Background: an optimization exercise with open tools, aiming at small area and a short achievable clock period. Do not read the settings as production practice.
No functional check of the RTL was part of any run shown here.
Power figures rest on the tool's default switching activity, not on a simulated workload.

==> flow/design.v <==
package st_map_pkg;
	localparam logic [15:0] ST_ID_WORD  = 16'h5253;
	localparam logic [15:0] ST_VER_WORD = 16'h1205;
	localparam logic [7:0] ST_OFF_ID       = 8'h00;
	localparam logic [7:0] ST_OFF_VER      = 8'h02;
	localparam logic [7:0] ST_OFF_CTRL     = 8'h04;
	localparam logic [7:0] ST_OFF_STAT     = 8'h06;
	localparam logic [7:0] ST_OFF_FIFO     = 8'h08;
	localparam logic [7:0] ST_OFF_FSTAT    = 8'h0c;
	localparam logic [7:0] ST_OFF_RCNT     = 8'h0e;
	localparam logic [7:0] ST_OFF_SS_CMD   = 8'h10;
	localparam logic [7:0] ST_OFF_SS_DATA  = 8'h12;
	localparam logic [7:0] ST_OFF_SS_CTRL  = 8'h14;
	localparam logic [7:0] ST_OFF_CR1      = 8'h18;
	localparam logic [7:0] ST_OFF_CR2      = 8'h1a;
	localparam logic [7:0] ST_OFF_CR3      = 8'h1c;
	localparam logic [7:0] ST_OFF_CR4      = 8'h1e;
	localparam logic [7:0] ST_OFF_RESP1    = 8'h20;
	localparam logic [7:0] ST_OFF_RESP2    = 8'h22;
	localparam logic [7:0] ST_OFF_RESP3    = 8'h24;
	localparam logic [7:0] ST_OFF_RESP4    = 8'h26;
	localparam logic [7:0] ST_OFF_HIRQ     = 8'h28;
	localparam logic [7:0] ST_OFF_MASK     = 8'h2a;
	localparam logic [7:0] ST_OFF_HIRQ_CLR = 8'h2c;
	localparam int CTRL_CDC_EN   = 0;
	localparam int CTRL_CMD_EN   = 1;
	localparam int CTRL_FIFO_EN  = 2;
	localparam int CTRL_FIFO_RST = 8;
	localparam int CTRL_FIFO_DIR = 9;
	typedef enum logic [3:0] {
		ST_OP_NONE, ST_OP_READ, ST_OP_CTRL_WR, ST_OP_IRQ_ACK,
		ST_OP_FIFO_WR, ST_OP_FIFO_RD, ST_OP_RCNT_CLR, ST_OP_CMD_CLR,
		ST_OP_DATA_WR, ST_OP_RESP_WR, ST_OP_HIRQ_SET, ST_OP_HIRQ_CLR
	} st_op_e;
endpackage
package ss_map_pkg;
	localparam logic [2:0] SS_RGN_CDC = 3'b000;
	localparam logic [2:0] SS_RGN_REG = 3'b111;
	localparam logic [3:0] SS_CDC_FIFO = 4'd0;
	localparam logic [3:0] SS_CDC_HIRQ = 4'd2;
	localparam logic [3:0] SS_CDC_MASK = 4'd3;
	localparam logic [3:0] SS_CDC_CR1  = 4'd6;
	localparam logic [3:0] SS_CDC_CR2  = 4'd7;
	localparam logic [3:0] SS_CDC_CR3  = 4'd8;
	localparam logic [3:0] SS_CDC_CR4  = 4'd9;
	localparam logic [4:0] SS_REG_ID    = 5'd0;
	localparam logic [4:0] SS_REG_VER   = 5'd1;
	localparam logic [3:0] SS_REG_CTRL  = 4'd1;
	localparam logic [3:0] SS_REG_FSTAT = 4'd2;
	localparam logic [3:0] SS_REG_CMD   = 4'd4;
	localparam logic [3:0] SS_REG_DATA  = 4'd5;
	localparam logic [3:0] SS_REG_FIFO  = 4'd6;
	localparam logic [15:0] SS_CTRL_RESET = 16'h0100;
	typedef enum logic [3:0] {
		SS_OP_NONE, SS_OP_READ, SS_OP_CTRL_WR, SS_OP_HIRQ_AND, SS_OP_MASK_WR,
		SS_OP_CR_WR, SS_OP_CMD_WR, SS_OP_DATA_WR, SS_OP_FIFO_WR, SS_OP_FIFO_RD
	} ss_op_e;
endpackage
import st_map_pkg::*;
import ss_map_pkg::*;
module ss_bridge_top #(
	parameter int FIFO_AW = 6
) (
	input  logic        mclk,
	input  logic        ST_ALE,
	input  logic        st_req,
	input  logic        st_we,
	input  logic [7:0]  st_addr,
	input  logic [15:0] st_wdata,
	output logic [15:0] st_rdata,
	output logic        st_rvalid,
	output logic        st_irq,
	input  logic        ss_req,
	input  logic        ss_we,
	input  logic        ss_cs2,
	input  logic [14:1] ss_addr,
	input  logic [15:0] ss_wdata,
	output logic [15:0] ss_rdata,
	output logic        ss_rvalid,
	output logic        ss_irq
);
	localparam int DEPTH = 1 << FIFO_AW;
	logic       st_rd, st_wr, st_ok;
	logic [4:0] st_w;
	logic       st_ctrl_we, st_ack, st_fifo_wr, st_fifo_rd, st_rcnt_clr;
	logic       st_cmd_clr, st_data_we, st_resp_we, st_hirq_set, st_hirq_clr;
	assign st_rd = st_req & ~st_we;
	assign st_wr = st_req & st_we;
	assign st_ok = (st_addr[7:6] == 2'b00) & ~st_addr[0];
	assign st_w  = st_addr[5:1];
	assign st_ctrl_we  = st_wr & (st_addr == ST_OFF_CTRL);
	assign st_ack      = st_wr & (st_addr == ST_OFF_STAT);
	assign st_fifo_wr  = st_wr & (st_addr == ST_OFF_FIFO);
	assign st_fifo_rd  = st_rd & (st_addr == ST_OFF_FIFO);
	assign st_rcnt_clr = st_wr & (st_addr == ST_OFF_RCNT);
	assign st_cmd_clr  = st_wr & (st_addr == ST_OFF_SS_CMD);
	assign st_data_we  = st_wr & (st_addr == ST_OFF_SS_DATA);
	assign st_resp_we  = st_wr & st_ok & (st_w[4:2] == 3'b100);
	assign st_hirq_set = st_wr & (st_addr == ST_OFF_HIRQ);
	assign st_hirq_clr = st_wr & (st_addr == ST_OFF_HIRQ_CLR);
	logic       ss_hit, ss_rd, ss_wr, rgn_cdc, rgn_reg, ss_fifo_off;
	logic [3:0] woff;
	logic [1:0] ss_idx;
	logic       ss_fifo_rd, ss_fifo_wr, ss_hirq_and, ss_mask_we, ss_cr_we;
	logic       ss_ctrl_we, ss_cmd_we, ss_data_we;
	assign ss_hit  = ss_req & ss_cs2;
	assign ss_rd   = ss_hit & ~ss_we;
	assign ss_wr   = ss_hit & ss_we;
	assign rgn_cdc = (ss_addr[14:12] == SS_RGN_CDC);
	assign rgn_reg = (ss_addr[14:12] == SS_RGN_REG);
	assign woff    = ss_addr[5:2];
	assign ss_idx  = {woff[3], woff[0]};
	assign ss_fifo_off = (rgn_cdc & (woff == SS_CDC_FIFO)) | (rgn_reg & (woff == SS_REG_FIFO));
	assign ss_fifo_rd  = ss_rd & ss_fifo_off;
	assign ss_fifo_wr  = ss_wr & ss_fifo_off;
	assign ss_hirq_and = ss_wr & rgn_cdc & (woff == SS_CDC_HIRQ);
	assign ss_mask_we  = ss_wr & rgn_cdc & (woff == SS_CDC_MASK);
	assign ss_cr_we    = ss_wr & rgn_cdc & (woff >= SS_CDC_CR1) & (woff <= SS_CDC_CR4);
	assign ss_ctrl_we  = ss_wr & rgn_reg & (woff == SS_REG_CTRL);
	assign ss_cmd_we   = ss_wr & rgn_reg & (woff == SS_REG_CMD);
	assign ss_data_we  = ss_wr & rgn_reg & (woff == SS_REG_DATA);
	logic [15:0]      st_ctrl, ss_ctrl, ss_cmd, ss_data, hirq, hirq_mask, rcnt;
	logic [15:0]      st_ctrl_n, hirq_n, hirq_mask_n;
	logic [3:0][15:0] cr, resp;
	logic             flag_cdc, flag_cmd, flag_fifo;
	logic             flag_cdc_n, flag_cmd_n, flag_fifo_n;
	logic             fifo_empty_d;
	logic [15:0]        mem [DEPTH];
	logic [FIFO_AW-1:0] wr_ptr, rd_ptr;
	logic [FIFO_AW:0]   cnt;
	logic               fifo_empty, fifo_full;
	logic               fifo_dir, fifo_clr;
	logic               push, pop, wr_en, rd_en;
	logic [15:0]        wr_word;
	logic [15:0]        fifo_head;
	assign fifo_dir  = st_ctrl[CTRL_FIFO_DIR];
	assign fifo_clr  = st_ctrl[CTRL_FIFO_RST];
	assign fifo_full = cnt[FIFO_AW];
	assign st_ctrl_n   = st_ctrl_we ? st_wdata : st_ctrl;
	assign hirq_mask_n = ss_mask_we ? ss_wdata : hirq_mask;
	always_comb
	begin
		if (st_hirq_set)
			hirq_n = hirq | st_wdata;
		else if (st_hirq_clr)
			hirq_n = hirq & ~st_wdata;
		else if (ss_hirq_and)
			hirq_n = hirq & ss_wdata;
		else
			hirq_n = hirq;
	end
	assign flag_cdc_n  = (ss_cr_we & (ss_idx == 2'd3))
		| (flag_cdc & ~(st_ack & st_wdata[CTRL_CDC_EN]));
	assign flag_cmd_n  = ss_cmd_we
		| (flag_cmd & ~(st_ack & st_wdata[CTRL_CMD_EN]));
	assign flag_fifo_n = (fifo_empty & ~fifo_empty_d)
		| (flag_fifo & ~(st_ack & st_wdata[CTRL_FIFO_EN]));
	always_ff @(posedge mclk or posedge ST_ALE)
	begin
		if (ST_ALE)
		begin
			st_ctrl      <= '0;
			ss_ctrl      <= SS_CTRL_RESET;
			ss_cmd       <= '0;
			ss_data      <= '0;
			hirq         <= '0;
			hirq_mask    <= '0;
			rcnt         <= '0;
			flag_cdc     <= 1'b0;
			flag_cmd     <= 1'b0;
			flag_fifo    <= 1'b0;
			fifo_empty_d <= 1'b1;
			st_irq       <= 1'b0;
			ss_irq       <= 1'b0;
		end
		else
		begin
			st_ctrl      <= st_ctrl_n;
			hirq         <= hirq_n;
			hirq_mask    <= hirq_mask_n;
			flag_cdc     <= flag_cdc_n;
			flag_cmd     <= flag_cmd_n;
			flag_fifo    <= flag_fifo_n;
			fifo_empty_d <= fifo_empty;
			st_irq       <= |(st_ctrl_n[2:0] & {flag_fifo_n, flag_cmd_n, flag_cdc_n});
			ss_irq       <= |(hirq_n & hirq_mask_n);
			if (ss_ctrl_we)
				ss_ctrl <= ss_wdata;
			if (st_cmd_clr)
				ss_cmd <= '0;
			else if (ss_cmd_we)
				ss_cmd <= ss_wdata;
			if (ss_data_we)
				ss_data <= ss_wdata;
			else if (st_data_we)
				ss_data <= st_wdata;
			if (st_rcnt_clr)
				rcnt <= '0;
			else if (ss_fifo_rd)
				rcnt <= rcnt + 1'b1;
		end
	end
	always_ff @(posedge mclk)
	begin
		if (ss_cr_we)
			cr[ss_idx] <= ss_wdata;
		if (st_resp_we)
			resp[st_w[1:0]] <= st_wdata;
	end
	assign push    = fifo_dir ? ss_fifo_wr : st_fifo_wr;
	assign pop     = fifo_dir ? st_fifo_rd : ss_fifo_rd;
	assign wr_en   = push & ~fifo_full;
	assign rd_en   = pop & ~fifo_empty;
	assign wr_word = fifo_dir ? {ss_wdata[7:0], ss_wdata[15:8]} : st_wdata;
	always_ff @(posedge mclk)
	begin
		if (wr_en)
			mem[wr_ptr] <= wr_word;
	end
	assign fifo_head = mem[rd_ptr];
	always_ff @(posedge mclk or posedge ST_ALE)
	begin
		if (ST_ALE)
		begin
			wr_ptr     <= '0;
			rd_ptr     <= '0;
			cnt        <= '0;
			fifo_empty <= 1'b1;
		end
		else if (fifo_clr)
		begin
			wr_ptr     <= '0;
			rd_ptr     <= '0;
			cnt        <= '0;
			fifo_empty <= 1'b1;
		end
		else
		begin
			if (wr_en)
				wr_ptr <= wr_ptr + 1'b1;
			if (rd_en)
				rd_ptr <= rd_ptr + 1'b1;
			if (wr_en & ~rd_en)
			begin
				cnt        <= cnt + 1'b1;
				fifo_empty <= 1'b0;
			end
			else if (rd_en & ~wr_en)
			begin
				cnt        <= cnt - 1'b1;
				fifo_empty <= (cnt == 7'd1);
			end
		end
	end
	logic [15:0] fifo_stat, head_sw, st_word, ss_word;
	assign fifo_stat = 16'({fifo_full, cnt[FIFO_AW-1:0]});
	assign head_sw   = {fifo_head[7:0], fifo_head[15:8]};
	always_comb
	begin
		case (st_addr)
			ST_OFF_ID:      st_word = ST_ID_WORD;
			ST_OFF_VER:     st_word = ST_VER_WORD;
			ST_OFF_CTRL:    st_word = st_ctrl;
			ST_OFF_STAT:    st_word = {1'b0, st_irq, 11'd0, flag_fifo, flag_cmd, flag_cdc};
			ST_OFF_FIFO:    st_word = fifo_head;
			ST_OFF_FSTAT:   st_word = fifo_stat;
			ST_OFF_RCNT:    st_word = rcnt;
			ST_OFF_SS_CMD:  st_word = ss_cmd;
			ST_OFF_SS_DATA: st_word = ss_data;
			ST_OFF_SS_CTRL: st_word = ss_ctrl;
			ST_OFF_CR1, ST_OFF_CR2, ST_OFF_CR3, ST_OFF_CR4:
				st_word = cr[st_addr[2:1]];
			ST_OFF_RESP1, ST_OFF_RESP2, ST_OFF_RESP3, ST_OFF_RESP4:
				st_word = resp[st_addr[2:1]];
			ST_OFF_HIRQ:    st_word = hirq;
			ST_OFF_MASK:    st_word = hirq_mask;
			default:        st_word = 16'hffff;
		endcase
	end
	always_comb
	begin
		ss_word = 16'h0000;
		if (rgn_reg)
		begin
			case (woff)
				4'd0:         ss_word = ss_addr[1] ? ST_VER_WORD : ST_ID_WORD;
				SS_REG_CTRL:  ss_word = ss_ctrl;
				SS_REG_FSTAT: ss_word = fifo_stat;
				SS_REG_CMD:   ss_word = ss_cmd;
				SS_REG_DATA:  ss_word = ss_data;
				SS_REG_FIFO:  ss_word = head_sw;
				default:      ss_word = 16'h0000;
			endcase
		end
		else if (rgn_cdc)
		begin
			case (woff)
				SS_CDC_FIFO: ss_word = head_sw;
				SS_CDC_HIRQ: ss_word = hirq;
				SS_CDC_MASK: ss_word = hirq_mask;
				SS_CDC_CR1, SS_CDC_CR2, SS_CDC_CR3, SS_CDC_CR4:
					ss_word = resp[ss_idx];
				default:     ss_word = 16'h0000;
			endcase
		end
	end
	always_ff @(posedge mclk or posedge ST_ALE)
	begin
		if (ST_ALE)
		begin
			st_rvalid <= 1'b0;
			ss_rvalid <= 1'b0;
		end
		else
		begin
			st_rvalid <= st_rd;
			ss_rvalid <= ss_rd;
		end
	end
	always_ff @(posedge mclk)
	begin
		st_rdata <= st_word;
		ss_rdata <= ss_word;
	end
endmodule
==> flow/run.sh <==
#!/bin/bash
# synth_recipe.tcl (not shown) runs the flow's synth.tcl, then flattens the netlist and writes it again
# the make line also repeats each setting of config.mk as NAME=value (left out here)
make -C /OpenROAD-flow-scripts/flow DESIGN_CONFIG=/design/flow/config.mk WORK_HOME=/design/flow/orfs CLKGATE_MAP_FILE= SYNTH_SCRIPT=/design/flow/synth_recipe.tcl finish
==> flow/config.mk <==
export PLATFORM = sky130hd
export DESIGN_NAME = ss_bridge_top
export DESIGN_NICKNAME = ss_bridge_top
export VERILOG_FILES = /design/flow/design.v
export SDC_FILE = /design/flow/constraint.sdc
export NUM_CORES = 4
export LEC_CHECK = 0
export CAP_MARGIN = 20
export CORE_MARGIN = 2
export CORE_UTILIZATION = 60
export SETUP_SLACK_MARGIN = 2.3
export SLEW_MARGIN = 20
==> flow/constraint.sdc <==
create_clock -name core_clock -period 4.5 [get_ports {mclk}]
set_input_delay 0.9000 -clock core_clock [delete_from_list [all_inputs] [get_ports {mclk}]]
set_output_delay 0.9000 -clock core_clock [all_outputs]
set_load 0.01 [all_outputs]
==> qor.yml, run 1 <==
overflow: 0
synth_fp_nets: 3610
cts_tree: "built"
maxCapViolCount: 0
drc: 0
drt-total-wl_mm: 188
cpPeakStageDelay_ps: 530
synth_flop_cell: "edfxtp_1"
p_leak_uw: 0.0242
slew-limit-headroom_pct: 28.6
pre_cts_ws_ps: 300
cts.sink_count: 1324
routedWlPerCell_um: 34.8
tightest_slew_ps: 1070
cts_max_path_buffers: 3
fin_worst_skew_ps: 42.1
fmax_ghz: 0.330
holdCritStartpoint: "fifo_empty$_DFFE_PP1P_"
fillers: 5114
drtPass1Iterations: 10
cp.arrival_ps: 3670
fin_ws_ps: 1470
synthArstFlopShare_pct: 10.6
run_status: "timing/DRC/antenna clean"
grt_pass1_wl_mm: 259
worst_ir_drop_vdd_mv: 0.465
layout.nets: 4133
cpMaxStageDelayCell: "dfrtp_4"
portBuffers: 90
synthDistinctLibCells: 86
finalCritPeriodShare_pct: 67.4
cts-root-buf: "clkbuf_16"
grt_antenna_before_repair: 3
initial_core_util_pct: 60.7
areaGrowthSynthToFinish_pct: 26.4
grt.total_usage_pct: 38.5
worst-path-buf-inv: 5
clkTransAtPathRegs_ps: 60
worstSetupStartpoint: "rd_ptr[0]$_DFFE_PP0P_"
drv_slew: 0
finalWeightedCongestion: 1.02
hold_violations: 0
powerDensity_mw_per_mm2: 394
io_pins: 97
avgSynthCellArea_um2: 15.8
fin_crit_ps: 3030
netlist_area_mm2: 0.0559
reg2reg_setup_slack_ps: 1470
placed_cells: 4870
hold_path_class: "reg2reg"
crit_path_end_kind: "flop"
design.die.area_mm2: 0.0957
crit_required_ps: 5140
post-dp-hpwl_mm: 105
die_x_um: 309
core_mm2: 0.0921
vias: 37069
critPathLaunchType: "flop"
synth_edf_count: 1152
ys_ff_latch: 1324
drive_above_1_share_pct: 34.1
finalSetupViolCount: 0
drtIter0Drc: 5599
crit_fanout: 12
clock_latency_ps: 780
final_cells: 5414
htreeDepth: 4
path_cells: "buf_12, buf_16, buf_16, buf_16, buf_4, mux4_2, nand2_1, a21oi_1, a211oi_2, nor2_2, a22oi_2, nand2_1"
rows: 111
yosysSeqAreaShare_pct: 69.3
synthCells: 3534
ant_nets: 0
cpMostUsedCell: "buf_16"
path_class: "reg2reg"
r2r-start: "rd_ptr[0]$_DFFE_PP0P_"
ys_warn_count: 1
grt_pass1_vias: 36329
grt_max_degree: 76
cts_made_buffers: 138
vias_per_cell: 6.85
die_y_um: 309
cpLargestDelayFamily: "buffers and inverters"
grt_setup_unrepaired: "yes"
[layout make-up]
class	instances	area (um2)	area share, %
Clock buffer	175	3720	5.26
Clock inverter	77	837	1.18
Multi-Input combinational cell	1813	17700	25.0
Timing Repair Buffer	628	7530	10.7
Inverter	152	591	0.835
Antenna cell	2	5.00	0.00708
Sequential cell	1324	38800	54.9
Tap cell	1243	1560	2.20
[stage by stage]
| step | power (uW) | hold slack [ps] | utilization (%) | instance area, um2 | TNS [ps] |
|---|---|---|---|---|---|
| global route | 28400 | 420 | 76.8 | 70700 | 0 |
| CTS | 27500 | 413 | 75.4 | 69400 | 0 |
| floorplan | 14800 | 373 | - | 56300 | 0 |
| finish | 27800 | 416 | 76.8 | 70700 | 0 |
| global placement | 15800 | 412 | 65.0 | 59800 | -304 |
| detailed placement | 15800 | 414 | 65.0 | 59800 | 0 |
[worst register-to-register path, stage by stage (launching register included)]
cell and delay, ps:
dfrtp_4 530, buf_12 160, buf_16 150, buf_16 170, buf_16 170, buf_4 150, mux4_2 480, nand2_1 140
a21oi_1 110, a211oi_2 260, nor2_2 140, a22oi_2 370, nand2_1 100
[power breakdown]
group	switching [uW]	total, uW	internal, uW
clock	4980	11600	6660
sequential	89.1	13500	13400
combinational	1700	2700	996
[cell families (layout without fill, tap and decap cells)]
kind of cell    Yosys count  in the layout  share of synthesized area [%]
other cells               0              2                              0
fa+ha+maj                15             15                          0.336
xor+xnor                 20             20                          0.313
flops                  1324           1324                           69.3
compound gates          606            607                           7.21
simple gates            682            682                           5.63
buf+inv                 398           1032                           3.08
mux                     489            489                           14.2
[cell usage in the layout (no fill, tap or decap), types with 121 or more instances in the layout]
cell       Yosys  final
edfxtp_1    1152   1152
nand2_1      371    354
buf_4         19    245
mux4_2       236    236
o21ai_0      203    180
mux2i_1      187    165
clkbuf_16      0    149
inv_1        151    147
dfrtp_1      137    131
buf_6         11    121
[Yosys cell counts, drive strengths merged (45+ instances only)]
master,number,area (um2)
mux2,66,743
inv,152,571
buf,109,638
nor2,132,518
mux4,236,5320
clkbuf,137,515
a21oi,90,469
nand2,376,1420
edfxtp,1152,34600
dfrtp,137,3430
o22ai,48,300
o21ai,205,1030
a22oi,45,338
mux2i,187,1870
[sequential cells by signal, indices dropped and copies added, names as in the netlist, 6 cells and up]
| register | count |
|---|---|
| cnt | 7 |
| cr | 64 |
| hirq | 16 |
| hirq_mask | 16 |
| mem | 1024 |
| rcnt | 16 |
| rd_ptr | 6 |
| resp | 64 |
| ss_cmd | 16 |
| ss_ctrl | 16 |
| ss_data | 16 |
| ss_rdata | 16 |
| st_ctrl | 16 |
| st_rdata | 16 |
| wr_ptr | 6 |
[metal layers]
metal | up-vias | routed length, um | GRT usage (%)
met5 | - | 20 | 0
met4 | 4 | 14300 | 22.9
met3 | 612 | 20100 | 8.23
met2 | 2716 | 89900 | 61.7
met1 | 18823 | 64200 | 49.0
li1 | 14914 | - | -
[timing repair]
item	CTS	global route
gates cloned	62	4
gates resized for setup	907	167
endpoints found under the setup margin	2250	1311
buffers inserted	165	59
pin swaps	121	80
hold buffers	0	0
hold endpoints to repair	0	0
[final timing paths]
kind | endpoint | cells after the start
max | st_rdata[7]$_DFF_P_ | 12
min | fifo_empty_d$_DFF_PP1_ | 0
max reg2reg | st_rdata[7]$_DFF_P_ | 12
min reg2reg | fifo_empty_d$_DFF_PP1_ | 0
max in group asynchronous | rd_ptr[2]$_DFFE_PP0P_ | 3
min in group asynchronous | hirq_mask[4]$_DFF_PP0_ | 3
==> run 2: changes to the inputs <==
--- a/flow/design.v
+++ b/flow/design.v
@@ -56,6 +56,13 @@
 		SS_OP_CR_WR, SS_OP_CMD_WR, SS_OP_DATA_WR, SS_OP_FIFO_WR, SS_OP_FIFO_RD
 	} ss_op_e;
 endpackage
+module fifo_sel8 (
+	input  logic [7:0] d,
+	input  logic [7:0] s,
+	output logic       y
+);
+	assign y = |(d & s);
+endmodule
 import st_map_pkg::*;
 import ss_map_pkg::*;
 module ss_bridge_top #(
@@ -125,9 +132,8 @@
 	logic             flag_cdc, flag_cmd, flag_fifo;
 	logic             flag_cdc_n, flag_cmd_n, flag_fifo_n;
 	logic             fifo_empty_d;
-	logic [15:0]        mem [DEPTH];
-	logic [FIFO_AW-1:0] wr_ptr, rd_ptr;
-	logic [FIFO_AW:0]   cnt;
+	logic [15:0]        sr [DEPTH];
+	logic [FIFO_AW:0]   m, m_inc, m_dec;
 	logic               fifo_empty, fifo_full;
 	logic               fifo_dir, fifo_clr;
 	logic               push, pop, wr_en, rd_en;
@@ -135,7 +141,10 @@
 	logic [15:0]        fifo_head;
 	assign fifo_dir  = st_ctrl[CTRL_FIFO_DIR];
 	assign fifo_clr  = st_ctrl[CTRL_FIFO_RST];
-	assign fifo_full = cnt[FIFO_AW];
+	assign m_inc      = m + 1'b1;
+	assign m_dec      = m - 1'b1;
+	assign fifo_empty = m[FIFO_AW];
+	assign fifo_full  = (m == FIFO_AW'(DEPTH - 1));
 	assign st_ctrl_n   = st_ctrl_we ? st_wdata : st_ctrl;
 	assign hirq_mask_n = ss_mask_we ? ss_wdata : hirq_mask;
 	always_comb
@@ -215,45 +224,46 @@
 	always_ff @(posedge mclk)
 	begin
 		if (wr_en)
-			mem[wr_ptr] <= wr_word;
+		begin
+			sr[0] <= wr_word;
+			for (int i = 1; i < DEPTH; i++)
+				sr[i] <= sr[i-1];
+		end
 	end
-	assign fifo_head = mem[rd_ptr];
 	always_ff @(posedge mclk or posedge ST_ALE)
 	begin
 		if (ST_ALE)
-		begin
-			wr_ptr     <= '0;
-			rd_ptr     <= '0;
-			cnt        <= '0;
-			fifo_empty <= 1'b1;
-		end
+			m <= '1;
 		else if (fifo_clr)
+			m <= '1;
+		else if (wr_en & ~rd_en)
+			m <= m_inc;
+		else if (rd_en & ~wr_en)
+			m <= m_dec;
+	end
+	logic [7:0] sel_hi, sel_lo;
+	always_comb
+	begin
+		for (int j = 0; j < 8; j++)
 		begin
-			wr_ptr     <= '0;
-			rd_ptr     <= '0;
-			cnt        <= '0;
-			fifo_empty <= 1'b1;
+			sel_hi[j] = (m[5:3] == 3'(j));
+			sel_lo[j] = (m[2:0] == 3'(j));
 		end
-		else
-		begin
-			if (wr_en)
-				wr_ptr <= wr_ptr + 1'b1;
-			if (rd_en)
-				rd_ptr <= rd_ptr + 1'b1;
-			if (wr_en & ~rd_en)
-			begin
-				cnt        <= cnt + 1'b1;
-				fifo_empty <= 1'b0;
-			end
-			else if (rd_en & ~wr_en)
-			begin
-				cnt        <= cnt - 1'b1;
-				fifo_empty <= (cnt == 7'd1);
-			end
+	end
+	for (genvar b = 0; b < 16; b++)
+	begin : g_head
+		logic [7:0] grp;
+		for (genvar j = 0; j < 8; j++)
+		begin : g_grp
+			logic [7:0] d;
+			for (genvar k = 0; k < 8; k++)
+				assign d[k] = sr[8*j+k][b];
+			fifo_sel8 u_lo (.d(d), .s(sel_lo), .y(grp[j]));
 		end
+		fifo_sel8 u_hi (.d(grp), .s(sel_hi), .y(fifo_head[b]));
 	end
 	logic [15:0] fifo_stat, head_sw, st_word, ss_word;
-	assign fifo_stat = 16'({fifo_full, cnt[FIFO_AW-1:0]});
+	assign fifo_stat = 16'(m_inc);
 	assign head_sw   = {fifo_head[7:0], fifo_head[15:8]};
 	always_comb
 	begin
--- a/flow/config.mk
+++ b/flow/config.mk
@@ -8,5 +8,8 @@
 export CAP_MARGIN = 20
 export CORE_MARGIN = 2
 export CORE_UTILIZATION = 60
+export CTS_BUF_LIST = sky130_fd_sc_hd__clkbuf_4 sky130_fd_sc_hd__clkbuf_8
 export SETUP_SLACK_MARGIN = 2.3
 export SLEW_MARGIN = 20
+export SYNTH_HIERARCHICAL = 1
+export SYNTH_MINIMUM_KEEP_SIZE = 0
==> qor.yml, run 2 <==
run_status: "timing/DRC/antenna clean"
p_comb_share_pct: 17.8  # +8.1 points
p_leak_uw: 0.0238  # -1.7%
synth_xor_area_share_pct: 0.337  # +0.024 points
grt_max_degree: 65  # -14%
grt_pass1_vias: 38388  # +5.7%
path_cells: "clkinvlp_4, ha_4, and2_4, buf_4, buf_12, buf_12, a22oi_2, nand4_1, a22oi_2, nand4_1, buf_4, a222oi_1, o21ai_1, a21o_1"
cts_tree: "built"
io_pins: 97  # unchanged
cts.sink_count: 1311  # -0.98%
internal-power_uw: 20100  # -4.6%
final_cell_mix: "edfxtp_1, a22oi_1, nand2_1"
synth_compound_area_share_pct: 13.4  # +6.1 points
drtPass1Iterations: 7  # -3
regMostFlops: "sr"
core_mm2: 0.0854  # -7.2%
tightest_slew_ps: 1090  # +13.5 ps
cp.arrival_ps: 4330  # +660 ps
final_cells: 5465  # +0.94%
synthArstFlopShare_pct: 9.69  # -0.89 points
cts_hold_buf: 0  # unchanged
switching_share_pct: 29.1  # +4.8 points
hold_slack_ps: 423  # +7.31 ps
yosys.area_share.simple_pct: 5.62  # -0.010 points
clock_latency_ps: 920  # +140 ps
initial_core_util_pct: 60.8  # about the same
synthTopCellsByCount: "edfxtp_1, a22oi_1, nand2_1"
finalCritPeriodShare_pct: 79.7  # +12 points
crit_fanout: 6  # -6
ys_warn_count: 8  # +7
fin_worst_skew_ps: 73.0  # +31.0 ps
powerDensity_mw_per_mm2: 407  # +3.3%
hold_path_class: "reg2reg"
finalWeightedCongestion: 0.973  # -4.5%
synth_fa_ha_area_share_pct: 0.410  # +0.074 points
design.die.area_mm2: 0.0889  # -7.1%
maxCapViolCount: 0  # unchanged
grt.total_usage_pct: 39.8  # +1.3 points
synth_fp_nets: 3436  # -4.8%
rows: 107  # -3.6%
synthCells: 3358  # -5.0%
crit_path_end_kind: "flop"
drv_slew: 0  # unchanged
drc: 0  # unchanged
synth.most_common_cell: "edfxtp_1"
worst_ir_drop_vdd_mv: 0.348  # -25%
routedWlPerCell_um: 33.7  # -3.1%
fmax_ghz: 0.279  # -15%
p_sw_uw: 8270  # +22%
yosysSeqAreaShare_pct: 74.0  # +4.7 points
p_seq_share_pct: 46.8  # -1.7 points
layout_commonest_cell: "edfxtp_1"
tns_ps: 0  # unchanged
p_clk_share_pct: 35.5  # -6.3 points
ys_ff_latch: 1311  # -0.98%
grt_antenna_before_repair: 11  # +8
clkTransAtPathRegs_ps: 60  # about the same
crit_required_ps: 5240  # +100 ps
layout.nets: 4228  # +2.3%
die_x_um: 298  # -3.6%
grt_pass1_wl_mm: 259  # about the same
synth.area.mux_share_pct: 4.06  # -10 points
ant_nets: 0  # unchanged
synth_edf_count: 1152  # unchanged
htreeDepth: 4  # unchanged
synthDistinctLibCells: 65  # -24%
grt_setup_unrepaired: "yes"
overflow: 0  # unchanged
cts_max_path_buffers: 3  # unchanged
die_y_um: 298  # -3.6%
reg2regPathDepth: 14  # +2
netlist_area_mm2: 0.0519  # -7.1%
post-dp-hpwl_mm: 90.0  # -14%
cpPeakStageDelay_ps: 570  # +40 ps
fin_ws_ps: 913  # -552 ps
cts_made_buffers: 201  # +46%
drt-total-wl_mm: 184  # -2.2%
fin_util_pct: 81.7  # +4.9 points
drtIter0Drc: 5911  # +5.6%
fin_crit_ps: 3590  # +552 ps
finalSetupViolCount: 0  # unchanged
cp.depth: 14  # +2
synthTopCellsByArea: "edfxtp_1, a22oi_1, dfrtp_1, mux4_2, o21ai_0"
pre_cts_ws_ps: 388  # +87.6 ps
synth_largest_area_cell: "edfxtp_1"
synth_flop_cell: "edfxtp_1"
synth_top_area_share_pct: 66.6  # +4.8 points
path_class: "reg2reg"
vias_per_cell: 7.06  # +3.2%
cpLargestDelayFamily: "compound AO/OA/AOI/OAI gates"
drive_above_1_share_pct: 32.0  # -2.1 points
largest_reg_flops: 1024  # unchanged
areaGrowthSynthToFinish_pct: 34.3
slew-limit-headroom_pct: 27.7  # -0.90 points
placed_cells: 4641  # -4.7%
avgSynthCellArea_um2: 15.5  # -2.3%
cpMaxStageDelayCell: "dfstp_2"
vias: 38601  # +4.1%
synth_top_family_by_area: "compound AO/OA/AOI/OAI gates"
cts-root-buf: "clkbuf_8"
worst-path-buf-inv: 5  # unchanged
portBuffers: 90  # unchanged
hold_depth: 0  # unchanged
hold_violations: 0  # unchanged
critPathLaunchType: "flop"
## run 2: cell types whose count changed in the layout (fill, tap and decap cells not counted), sizes merged, moves of 63 or more
cell    delta
a22oi    +563
buf       +63
clkbuf   +116
mux2i    -135
mux4     -188
nand2    -119
nand4    +143
nor2      -87
## run 2: worst paths after layout
path                                  start                     end  slack [ps]
setup / recovery           m[0]$_DFFE_PP1P_     ss_rdata[4]$_DFF_P_         910
hold / removal             m[6]$_DFFE_PP1P_  fifo_empty_d$_DFF_PP1_         420
setup reg to reg           m[0]$_DFFE_PP1P_     ss_rdata[4]$_DFF_P_         910
hold reg to reg            m[6]$_DFFE_PP1P_  fifo_empty_d$_DFF_PP1_         420
max in group asynchronous            ST_ALE      hirq[10]$_DFF_PP0_        3160
min in group asynchronous            ST_ALE  ss_ctrl[1]$_DFFE_PP0P_         460
## run 2: what timing repair did
item	CTS	global route
pin swaps	111	125
endpoints found under the setup margin	1358	1226
hold endpoints to repair	0	0
setup buffers	219	46
resized for setup	829	193
gates cloned	168	17
## run 2: through the flow
| stage | instance area [um2] | power [uW] |
|---|---|---|
| after global placement | 55600 | 17000 |
| after floorplan | 52000 | 15300 |
| after CTS | 68100 | 27500 |
| after global routing | 69800 | 28900 |
| after detailed placement | 55600 | 17000 |
| final | 69800 | 28400 |
## run 2: area by class of cell
cell class	instances	area, um2
multi-input cells	1756	13900
well taps	1144	1430
fillers	4225	15600
flip-flops and latches	1311	38500
repair buffers	706	11400
diodes	8	20.0
clock inverters	84	475
clock buffers	282	3440
inverters	174	659
## run 2: metal layers
metal / GRT usage [%] / share of wire [%] / vias up
li1: - / - / 15353
met1: 52.6 / 34 / 19069
met2: 61.7 / 46 / 3440
met3: 9.52 / 13 / 737
met4: 21.6 / 6.5 / 2
met5: 0.325 / 0.0081 / -
## run 2: worst register-to-register path, stage by stage (launching register included)
cell and delay [ps]:
dfstp_2 570, clkinvlp_4 150, ha_4 230, and2_4 230, buf_4 160, buf_12 140, buf_12 150, a22oi_2 150
nand4_1 220, a22oi_2 260, nand4_1 250, buf_4 240, a222oi_1 350, o21ai_1 110, a21o_1 220
## run 2: modules after synthesis, one instance, submodules excluded
| module | cells | flip-flops and latches | cell area (um2) | copies in the design |
|---|---|---|---|---|
| ss_bridge_top | 2638 | 1311 | 46700 | 1 |
| fifo_sel8 | 5 | 0 | 36.3 | 144 |
## run 2: cells by family after synthesis
| logic type | count (synthesis) |
|---|---|
| flip-flops | 1311 |
| AO/OA/AOI/OAI | 988 |
| AND/OR/NAND/NOR | 578 |
| buffers and inverters | 299 |
| multiplexers | 145 |
| XOR/XNOR | 20 |
| adder cells (fa/ha/maj) | 17 |
## run 2: power by group through the flow
stage	Combinational (uW)	Sequential (uW)	Clock, uW
global placement	3460	13500	0
global route	5070	13300	10600
detailed placement	3490	13500	0
CTS	4390	13300	9900
floorplan	1810	13500	0
finish	5040	13300	10100

what the ideal ports hide:
In the flow no input, the clock included, has a driving cell. The finished layouts below were timed again as built, in two steps.
Step 1, drivers: a clkbuf_16 drives mclk and a buf_2 each remaining input, both assumed.
Step 2 times the ports against the registers' clock, not the clock port: input delays grow and output delays shrink by t, the midpoint of the rising clock arrivals with the driver on.
a / b / c = ideal / step 1 / step 2; a / b = the first two.
run	shift t [ns]	slack for setup (ns)	worst hold slack (ns)	worst register clock-pin slew, ns	worst data-port slew with drivers (ns)
run 1	0.831	1.465 / 1.465 / 0.806	0.416 / 0.416 / 0.416	0.07 / 0.07	0.07
run 2	0.955	0.913 / 0.913 / 0.913	0.423 / 0.412 / 0.423	0.08 / 0.08	0.11
After both steps every run listed still meets setup and hold. For run 1, which loses most, drivers alone change the setup slack by 0.000 ns; drivers and shift together by -0.659 ns.
